Source: an optimization exercise on an open RTL-to-GDS flow (aim: small area, a short achievable clock period and few clock cycles per item). Production flows keep margins and buffers that such runs may drop.
No run shown here included a check of the RTL's function; only the layout flow was run.

==> design/flow/design.v <==
module sha_256_stream_core #(
  parameter int ROUNDS_PER_CYCLE = 1,
  parameter bit ENABLE_SHA224 = 1
) (
  input  logic         clk,
  input  logic         rst,
  input  logic         ena,
  input  logic [511:0] input_data,
  input  logic         input_valid,
  input  logic         input_first,
  input  logic         input_last,
  input  logic         mode_224,
  output logic         input_ready,
  output logic [255:0] output_hash,
  output logic         output_valid,
  input  logic         output_ready
);
  localparam logic [255:0] IV256 = 256'h6a09e667_bb67ae85_3c6ef372_a54ff53a_510e527f_9b05688c_1f83d9ab_5be0cd19;
  localparam logic [255:0] IV224 = 256'hc1059ed8_367cd507_3070dd17_f70e5939_ffc00b31_68581511_64f98fa7_befa4fa4;
  localparam logic [2047:0] KTAB = {
    32'h428a2f98, 32'h71374491, 32'hb5c0fbcf, 32'he9b5dba5, 32'h3956c25b, 32'h59f111f1, 32'h923f82a4, 32'hab1c5ed5,
    32'hd807aa98, 32'h12835b01, 32'h243185be, 32'h550c7dc3, 32'h72be5d74, 32'h80deb1fe, 32'h9bdc06a7, 32'hc19bf174,
    32'he49b69c1, 32'hefbe4786, 32'h0fc19dc6, 32'h240ca1cc, 32'h2de92c6f, 32'h4a7484aa, 32'h5cb0a9dc, 32'h76f988da,
    32'h983e5152, 32'ha831c66d, 32'hb00327c8, 32'hbf597fc7, 32'hc6e00bf3, 32'hd5a79147, 32'h06ca6351, 32'h14292967,
    32'h27b70a85, 32'h2e1b2138, 32'h4d2c6dfc, 32'h53380d13, 32'h650a7354, 32'h766a0abb, 32'h81c2c92e, 32'h92722c85,
    32'ha2bfe8a1, 32'ha81a664b, 32'hc24b8b70, 32'hc76c51a3, 32'hd192e819, 32'hd6990624, 32'hf40e3585, 32'h106aa070,
    32'h19a4c116, 32'h1e376c08, 32'h2748774c, 32'h34b0bcb5, 32'h391c0cb3, 32'h4ed8aa4a, 32'h5b9cca4f, 32'h682e6ff3,
    32'h748f82ee, 32'h78a5636f, 32'h84c87814, 32'h8cc70208, 32'h90befffa, 32'ha4506ceb, 32'hbef9a3f7, 32'hc67178f2
  };
  function automatic logic [31:0] kc(input logic [5:0] i);
    kc = KTAB[2047 - 32 * i -: 32];
  endfunction
  function automatic logic [31:0] ivw(input logic m, input logic [2:0] i);
    ivw = m ? IV224[255 - 32 * i -: 32] : IV256[255 - 32 * i -: 32];
  endfunction
  function automatic logic [31:0] ror(input logic [31:0] x, input int n);
    ror = (x >> n) | (x << (32 - n));
  endfunction
  function automatic logic [31:0] maj(input logic [31:0] x, input logic [31:0] y, input logic [31:0] z);
    maj = (x & y) | (x & z) | (y & z);
  endfunction
  logic [6:0] t;
  logic busy;           
  logic cmt;            
  logic ld;             
  logic nb;             
  logic nfirst, nmode, nlast;
  logic cfirst, clast;  
  logic mmode;          
  logic omode;          
  logic inph;           
  logic [3:0] wi;       
  logic rdy, ov;
  logic dpend;          
  logic push, ov_next;
  logic [31:0] kk;      
  logic [31:0] a, b, c, d, e, f, g, p;    
  logic [0:15][31:0] w;                   
  logic [0:3][31:0] ha, he, han, hen;     
  assign input_ready = rdy;
  assign output_valid = ov;
  assign output_hash = {ha[0], ha[1], ha[2], ha[3], he[0], he[1], he[2], omode ? 32'h0 : he[3]};
  assign push = cmt;
  logic dset;
  assign dset = (push && ld && clast || dpend) && (!rdy || ena);
  assign ov_next = dset || ov && !(ena && output_ready);
  logic [1:0] fk;
  logic [31:0] xa, xe, suma, sume;
  assign fk = 2'd3 - t[1:0] + 2'd1;    
  assign xa = cfirst ? ivw(mmode, {1'b0, fk}) : ha[3];
  assign xe = cfirst ? ivw(mmode, {1'b1, fk}) : he[3];
  assign suma = xa + a;
  assign sume = xe + e;
  assign han = push ? {suma, ha[0], ha[1], ha[2]} : ha;
  assign hen = push ? {sume, he[0], he[1], he[2]} : he;
  logic [31:0] s0, s1, ch, mj, u_s, u_c, e_s, e_c, x_s, x_c, y_s, y_c, na, ne;
  assign s1 = ror(e, 6) ^ ror(e, 11) ^ ror(e, 25);
  assign ch = (e & f) ^ (~e & g);
  assign s0 = ror(a, 2) ^ ror(a, 13) ^ ror(a, 22);
  assign mj = maj(a, b, c);
  assign u_s = p ^ s1 ^ ch;
  assign u_c = {maj(p, s1, ch), 1'b0};
  assign e_s = d ^ u_s ^ u_c;
  assign e_c = {maj(d, u_s, u_c), 1'b0};
  assign x_s = u_s ^ u_c ^ s0;
  assign x_c = {maj(u_s, u_c, s0), 1'b0};
  assign y_s = x_s ^ x_c ^ mj;
  assign y_c = {maj(x_s, x_c, mj), 1'b0};
  assign ne = e_s + e_c;
  assign na = y_s + y_c;
  logic [31:0] gop, cop, p_s, p_c;
  logic [5:0] ki;
  assign ki = t == 7'd63 ? 6'd0 : t == 7'd64 ? 6'd1 : 6'(t + 7'd2);
  assign gop = !ld ? g : nfirst ? ivw(nmode, 3'd7) : hen[3];
  assign cop = nfirst ? ivw(nmode, 3'd3) : han[3];
  assign p_s = gop ^ kk ^ w[15];
  assign p_c = {maj(gop, kk, w[15]), 1'b0};
  logic [31:0] sg0, sg1, w_s, w_c, v_s, v_c, wn, win;
  assign sg0 = ror(w[1], 7) ^ ror(w[1], 18) ^ (w[1] >> 3);
  assign sg1 = ror(w[14], 17) ^ ror(w[14], 19) ^ (w[14] >> 10);
  assign w_s = sg1 ^ w[9] ^ sg0;
  assign w_c = {maj(sg1, w[9], sg0), 1'b0};
  assign v_s = w_s ^ w_c ^ w[0];
  assign v_c = {maj(w_s, w_c, w[0]), 1'b0};
  assign win = input_data[511 - 32 * wi -: 32];
  assign wn = inph ? win : v_s + v_c;
  always_ff @(posedge clk) begin
    w <= {w[1:15], wn};
    p <= p_s + p_c;
    b <= ld ? (nfirst ? ivw(nmode, 3'd1) : han[1]) : a;
    c <= ld ? (nfirst ? ivw(nmode, 3'd2) : han[2]) : b;
    d <= ld ? cop : c;
    f <= ld ? (nfirst ? ivw(nmode, 3'd5) : hen[1]) : e;
    g <= ld ? (nfirst ? ivw(nmode, 3'd6) : hen[2]) : f;
    a <= ld ? (nfirst ? ivw(nmode, 3'd0) : han[0]) : na;
    e <= ld ? (nfirst ? ivw(nmode, 3'd4) : hen[0]) : ne;
    ha <= han;
    he <= hen;
  end
  always_ff @(posedge clk) begin
    if (rst) begin
      t <= 7'd62;
      busy <= 1'b0;
      cmt <= 1'b0;
      ld <= 1'b0;
      nb <= 1'b0;
      rdy <= 1'b0;
      ov <= 1'b0;
      dpend <= 1'b0;
      inph <= 1'b0;
    end else begin
      ov <= ov_next;
      dpend <= (push && ld && clast || dpend) && !dset;
      ld <= t == 7'd63;
      if (ena && rdy) rdy <= 1'b0;
      if (t == 7'd60) begin
        cmt <= busy && !ov_next;
        if (busy && !ov_next) rdy <= 1'b1;
      end else if (ld) begin
        cmt <= 1'b0;
      end
      if (t == 7'd61 && !cmt) begin
        busy <= 1'b0;
        t <= 7'd62;
      end else if (t == 7'd62) begin
        if (busy || (input_valid && !rdy)) begin
          t <= 7'd63;
          inph <= 1'b1;
        end
      end else if (t == 7'd63) begin
        t <= 7'd64;
        nb <= input_valid && !rdy;
      end else if (ld) begin
        busy <= nb;
        t <= nb ? 7'd0 : 7'd62;
        if (!nb) inph <= 1'b0;
      end else begin
        t <= t + 7'd1;
        if (t == 7'd13) inph <= 1'b0;
      end
    end
  end
  always_ff @(posedge clk) begin
    wi <= t == 7'd62 ? 4'd0 : wi + 4'd1;
    kk <= kc(ki);
    if (t == 7'd63) begin
      nfirst <= input_first;
      nmode <= mode_224;
      nlast <= input_last;
    end
    if (ld) begin
      if (push && clast) omode <= mmode;
      if (nb) begin
        cfirst <= nfirst;
        clast <= nlast;
        if (nfirst) mmode <= ENABLE_SHA224 && nmode;
      end
    end
  end
endmodule
==> design/flow/run.sh <==
#!/bin/bash
# synth_recipe.tcl (not shown) runs the flow's synth.tcl, then flattens the netlist and writes it again
# the make line also repeats each setting of config.mk as NAME=value (left out here)
make -C /OpenROAD-flow-scripts/flow DESIGN_CONFIG=/design/flow/config.mk WORK_HOME=/design/flow/orfs CLKGATE_MAP_FILE= SYNTH_SCRIPT=/design/flow/synth_recipe.tcl finish
==> design/flow/config.mk <==
export PLATFORM = sky130hd
export DESIGN_NAME = sha_256_stream_core
export DESIGN_NICKNAME = sha_256_stream_core
export VERILOG_FILES = /design/flow/design.v
export SDC_FILE = /design/flow/constraint.sdc
export NUM_CORES = 4
export LEC_CHECK = 0
export CAP_MARGIN = 20
export CORE_MARGIN = 2
export CORE_UTILIZATION = 40
export SETUP_SLACK_MARGIN = 3
export SLEW_MARGIN = 20
==> design/flow/constraint.sdc <==
create_clock -name core_clock -period 9.5 [get_ports {clk}]
set_input_delay 1.9000 -clock core_clock [delete_from_list [all_inputs] [get_ports {clk}]]
set_output_delay 1.9000 -clock core_clock [all_outputs]
set_load 0.01 [all_outputs]
==> impl_metrics.ini, run 1 <==
[outcome]
status = timing/DRC/antenna clean

[logic_synthesis]
syn_inst = 5535
synth.cell_area_sq_um = 56170
yosysTopAreaCellShare_pct = 38.31
ys.flop_type = dfxtp_1
synth_cell_types = 103
synth_area_leaders = dfxtp_1 38%, fa_1 7.0%, ha_1 5.8%, xnor2_1 5.6%, mux4_2 5.3%
ys_async_sr_fraction_pct = 0
syn_avg_cell_area_sq_um = 10.15
syn-num-nets = 6510
synth_edf_count = 7
synth_area_leader_cell = dfxtp_1
ys_ff_latch = 1082
ys_warn_count = 1
yosysSeqAreaShare_pct = 38.69

[layout]
fill_cells = 12940
drive_above_1_share_pct = 11.37
layout_commonest_cell = dfxtp_1
final_util_pct = 49.37
fin_nets = 7041
mostFrequentLayoutCells = 1,071 x dfxtp_1, 777 x clkdlybuf4s50_1, 376 x o21ai_0
instances_no_fill = 8032
syn2layout_area_growth_pct = 22.48

[die]
fp-row-count = 137
die_x_um = 378.7
ioPinCount = 778
start_util_pct = 40.31
core-area_sq_um = 139400
fp.dieH_um = 378.7
die_area_sq_um = 143400

[timing]
fin_ws_ns = 3.261
fin_crit_ns = 6.239
fin_crit_sh_pct = 65.68
hold-worst-slack_ns = 0.2888
drv_slew = 0
finClkSkew_ns = 0.07562
fin_setup_tns_ns = 0
max_freq_ghz = 0.1603
relSlewSlack_pct = 10.48
setup_viol = 0
rsz0062_at_grt = false
finalHoldViolCount = 0
worst_pin_slew_ns = 1.334

[grt]
grt_pass1_wl_um = 357300
busiest_layer = met1
grt_max_degree = 106
grt_pass1_vias = 44100
grtUsageMet3_pct = 7.775
gr-usage-met2_pct = 52.20
track_usage_pct = 35.70
grt_overflow = 0
met1_usage_pct = 52.62
antenna_found_initial = 46

[job]
cap_viol_max_count = 0

[drt]
wire_per_inst_um = 32.59
wl_um = 261800
drt_first_pass_iters = 6
drcViolationCount = 0
num_vias = 46160
drtIter0Drc = 5265
vias_per_cell = 5.747
ant_nets = 0

[worst_hold_path]
hold_depth = 0
hp-start = w[64]
holdPathEnd = w[96]
hp-class = reg -> reg

[setup_path]
cp-start-kind = flip-flop
path_class = reg -> reg
rr_endpoint = a[29]
cp-end-kind = flip-flop
reg2reg_from = e[12]
cp_max_fo = 6
crit_arrival_ns = 6.84
r2r_cells = 20
critPathRequiredTime_ns = 10.10
regToRegSetupSlack_ns = 3.26

[placement]
dpl.hpwl_um = 213300
numPortBuffers = 777
dp.cells = 7832
gp_congestion = 1.047
place_ws_ns = 3.112

[cts]
cts_tree = done
root_buffer = clkbuf_16
clk_pin_slew_worst_paths_ns = 0.07
htree_levels = 3
clock_latency_ns = 0.78
numCtsBuffers = 107
clkSinkCount = 1082
clockBufferDepth = 3
==> registers in the layout (all words and copies together), names as in the netlist, 32 cells and up <==
| register | flops |
|---|---|
| f | 32 |
| a | 32 |
| c | 32 |
| p | 32 |
| e | 32 |
| ha | 128 |
| he | 128 |
| g | 32 |
| w | 512 |
| d | 32 |
| kk | 32 |
| b | 32 |
==> critical path, stage by stage, from the launching register on <==
cell and delay [ns]:
dfxtp_1 0.53, xnor2_1 0.13, xnor2_1 0.60, fa_1 0.58
ha_1 0.31, xor2_1 0.17, fa_1 0.45, inv_1 0.07
ha_1 0.18, inv_1 0.07, fa_1 0.46, nor2b_1 0.12
o21ai_0 0.12, a21oi_1 0.32, o21ai_0 0.26, o22ai_1 0.45
o41ai_2 0.19, o31ai_1 0.59, o21ai_0 0.21, mux2i_1 0.18
o21ai_1 0.07
==> area by class of cell <==
type,count,area (sq um),share of cell area [%]
diodes,7,17.52,0.02546
clock buffers,140,2953,4.292
clock inverters,52,832.0,1.209
inverters,369,1389,2.019
multi-input cells,3654,31130,45.25
flip-flops and latches,1082,21740,31.61
well taps,1876,2347,3.412
repair buffers,852,8384,12.19
==> how the worst max path moves through the flow <==
| stage | startpoint | endpoint | slack, ns |
|---|---|---|---|
| 6_report | e[12] | a[29] | 3.26 |
| 5_1_grt | t[0] | he[126] | 3.07 |
| 4_1_cts | t[1] | a[31] | 3.11 |
| 3_5_place_dp | t[1] | kk[23] | 3.11 |
| 3_3_place_gp | t[1] | a[31] | 3.29 |
| 2_1_floorplan | t[0] | kk[18] | 3.75 |
==> per-layer routing <==
metal  vias up  share of wire [%]
li1      20490                  -
met1     23160                 46
met2      2179                 42
met3       327                8.6
met4        12                3.0
met5         -              0.031
==> cell families after synthesis <==
group                      share of synthesized area [%]
adders and majority gates                          13.24
muxes                                              10.92
and+or+nand+nor                                    7.103
DFF                                                38.69
AOI/OAI and AO/OA                                  16.68
xor gates and xnor gates                           7.248
buffers and inverters                              6.126
==> metrics by stage <==
step / instance area, sq um
finish: 68800
global route: 68780
CTS: 68740
detailed placement: 64960
global placement: 64960
floorplan: 56170
==> Yosys cell counts, types with 19 or more instances <==
cell and count:
dfxtp_1 1075, o21ai_0 378, inv_1 365, xnor2_1 358
nor2_1 301, a21oi_1 283, ha_1 259, clkbuf_1 258
nand2_1 246, mux2_2 240, fa_1 196, o211ai_1 154
mux4_2 131, xor2_1 105, buf_4 97, a21o_1 86
nor3_1 68, a211oi_1 58, nor2b_1 57, nand3_1 51
o22a_1 48, a22o_1 47, a31oi_1 47, mux2i_1 45
buf_1 39, a221oi_1 38, buf_2 32, o22ai_1 32
o21bai_1 30, nand2b_1 29, maj3_1 27, and3_1 26
o21a_1 20, a211o_1 19
==> timing repair <==
| item | CTS | global route |
|---|---|---|
| hold buffers | 0 | 0 |
| gates resized for setup | 0 | 7 |
| hold endpoints to repair | 0 | 0 |
| buffers inserted | 0 | 1 |
| endpoints found under the setup margin | 0 | 60 |
==> inputs of run 2 (changes only) <==
--- a/design/flow/config.mk
+++ b/design/flow/config.mk
@@ -10,3 +10,3 @@
 export CORE_UTILIZATION = 40
-export SETUP_SLACK_MARGIN = 3
+export SETUP_SLACK_MARGIN = 5
 export SLEW_MARGIN = 20
==> run 2 against run 1 <==
  * Global-route usage fell by 0.16 points
  * Hold slack gained 0.025 ns
  * Utilization up 2.8 points
  * Register-to-register slack better by 1.5 ns
  * Critical path depth is 3 lower
  * Sequential share of layout area shrank 1.5 points
  * Fmax grew 31%
  * Clock skew down 0.0053 ns
  * Largest cell class unchanged
  * Wire length up 0.86%
  * Via count increased by 2.0%
  * Still clean on timing, DRC and antenna
==> impl_metrics.ini, run 2 <==
[logic_synthesis]
ys_async_sr_fraction_pct = 0
synth_area_leaders = dfxtp_1 38%, fa_1 7.0%, ha_1 5.8%, xnor2_1 5.6%, mux4_2 5.3%
ys_warn_count = 1
syn_inst = 5535
synth_edf_count = 7
synth_top_family_by_area = compound AO/OA/AOI/OAI gates
synth_area_leader_cell = dfxtp_1
ys_ff_latch = 1082
synth-compound-area-share_pct = 16.68
syn-num-nets = 6510
synth.cell_area_sq_um = 56170
synth-simple-area-share_pct = 7.103
ys.flop_type = dfxtp_1
synth_adder_area_share_pct = 13.24
synth.area.mux_share_pct = 10.92
yosysSeqAreaShare_pct = 38.69
synth_most_common_cell = dfxtp_1
synthXorXnorAreaFrac_pct = 7.248
synthTopCellsByCount = 1,075 x dfxtp_1, 378 x o21ai_0, 365 x inv_1
synth_cell_types = 103
syn_avg_cell_area_sq_um = 10.15
yosysTopAreaCellShare_pct = 38.31

[worst_hold_path]
hold_depth = 0
hp-class = reg -> reg

[die]
start_util_pct = 40.31
fp.dieH_um = 378.7
die_x_um = 378.7
die_area_sq_um = 143400
fp-row-count = 137
ioPinCount = 778
core-area_sq_um = 139400

[timing]
fin_crit_sh_pct = 50.09
fin_crit_ns = 4.759
worst_pin_slew_ns = 1.209
drv_slew = 0
finClkSkew_ns = 0.07036
finalHoldViolCount = 0
fin_ws_ns = 4.741
fin_setup_tns_ns = 0
rsz0062_at_grt = true
max_freq_ghz = 0.2101
hold-worst-slack_ns = 0.3136
relSlewSlack_pct = 17.30
setup_viol = 0

[grt]
busiest_layer = met2
antenna_found_initial = 40
gr-usage-met2_pct = 55.50
track_usage_pct = 35.53
grt_pass1_vias = 45650
grt_max_degree = 75
grtUsageMet3_pct = 6.321
met1_usage_pct = 47.44
grt_overflow = 0
grt_pass1_wl_um = 358200

[setup_path]
cp-end-kind = flip-flop
cp_max_fo = 5
r2r_cells = 17
crit_arrival_ns = 5.35
cp-start-kind = flip-flop
path_class = reg -> reg
critPathRequiredTime_ns = 10.09

[layout]
layout_commonest_cell = dfxtp_1
mostFrequentLayoutCells = 1,011 x dfxtp_1, 777 x clkdlybuf4s50_1, 355 x inv_1
reg.largest.list = w (512), ha (128), he (128)
fill_cells = 12460
largest_register = w
syn2layout_area_growth_pct = 29.41
final_util_pct = 52.16
drive_above_1_share_pct = 18.70
largest_register_ffs = 512
fin_nets = 7180

[cts]
root_buffer = clkbuf_16
cts_tree = done
clkSinkCount = 1082
htree_levels = 3
clockBufferDepth = 3
clock_latency_ns = 0.78
clk_pin_slew_worst_paths_ns = 0.07
numCtsBuffers = 111
cts_hold_buf = 0

[drt]
wl_um = 264000
vias_per_cell = 5.742
drtIter0Drc = 4705
num_vias = 47090
drcViolationCount = 0
ant_nets = 0
drt_first_pass_iters = 7
wire_per_inst_um = 32.20

[outcome]
status = timing/DRC/antenna clean

[placement]
place_ws_ns = 3.331
dpl.hpwl_um = 203100
gp_congestion = 0.9913
numPortBuffers = 777

[job]
cap_viol_max_count = 0
-- run 2: area by class of cell --
| class | instances | area, sq um | share of cell area [%] |
|---|---|---|---|
| Clock inverter | 64 | 875.8 | 1.205 |
| Tap cell | 1876 | 2347 | 3.229 |
| Multi-Input combinational cell | 3654 | 32970 | 45.35 |
| Timing Repair Buffer | 987 | 10010 | 13.77 |
| Clock buffer | 145 | 3139 | 4.318 |
| Sequential cell | 1082 | 21890 | 30.11 |
| Inverter | 369 | 1410 | 1.940 |
| Antenna cell | 23 | 57.56 | 0.07918 |
-- run 2: repair_timing --
item,4_1_cts,5_1_grt
cloned,7,7
setup endpoints to repair,203,102
pin swaps,93,101
resized for setup,311,180
buffers inserted,72,46
-- run 2: worst paths after layout --
path | startpoint | end | slack, ns
hold reg to reg | w[179] | w[211] | 0.31
setup / recovery | e[10] | a[31] | 4.74
hold / removal | w[179] | w[211] | 0.31
setup reg to reg | e[10] | a[31] | 4.74
-- run 2: critical path: stages (launching register included) --
cell       delay, ns
dfxtp_2         0.32
buf_6           0.12
mux2_4          0.32
fa_2            0.65
ha_4            0.24
xnor2_2         0.14
fa_1            0.54
ha_4            0.21
a21o_1          0.16
a211oi_2        0.27
nor2_2          0.08
o41ai_4         0.38
o22ai_4         0.18
o41ai_4         0.36
o31ai_4         0.13
o41ai_2         0.24
xnor2_1         0.16
a2bb2oi_1       0.08
-- run 2: cell families after synthesis --
group | Yosys count
AOI/OAI and AO/OA | 1419
DFF | 1082
and+or+nand+nor | 871
buffers and inverters | 799
adders and majority gates | 482
xor gates and xnor gates | 464
muxes | 418
-- run 2: metrics by stage --
stage                     instances  instance area [sq um]
after floorplan                5535                  56280
after global placement         7836                  65050
after detailed placement       7836                  65050
after CTS                      8124                  71240
after global routing           8189                  72670
final                          8200                  72690
-- run 2: layer usage --
metal	wire, um	up-vias
met2	117700	2416
met3	21150	499
met5	70	-
li1	-	20820
met4	15230	10
met1	109800	23350

-- port drivers added, routing unchanged --
How much do the figures lean on ideal ports? The routed layouts below were timed once more, with nothing changed but the port constraints. Step 1 (the two cells are an assumption about what drives the block):
set clk [get_ports {clk}]
set_driving_cell -lib_cell sky130_fd_sc_hd__clkbuf_16 $clk
set_driving_cell -lib_cell sky130_fd_sc_hd__buf_2 [delete_from_list [all_inputs] $clk]
Step 2 moves the port delays by t, midway between the first and last clock arrival at a register: inputs arrive t later, outputs are due t later. That takes back most of the time a late clock gives input paths. Three values: ideal ports, drivers, drivers and shift; two values: the first two.
run	t (ns)	slack for setup (ns)	worst setup path at the end	slew at the worst register clock pin (ns)
run 1	0.814	3.261 / 3.261 / 3.261	register to register	0.07 / 0.07
run 2	0.826	4.741 / 4.741 / 4.741	register to register	0.07 / 0.07
After both steps every run listed still meets setup and hold.
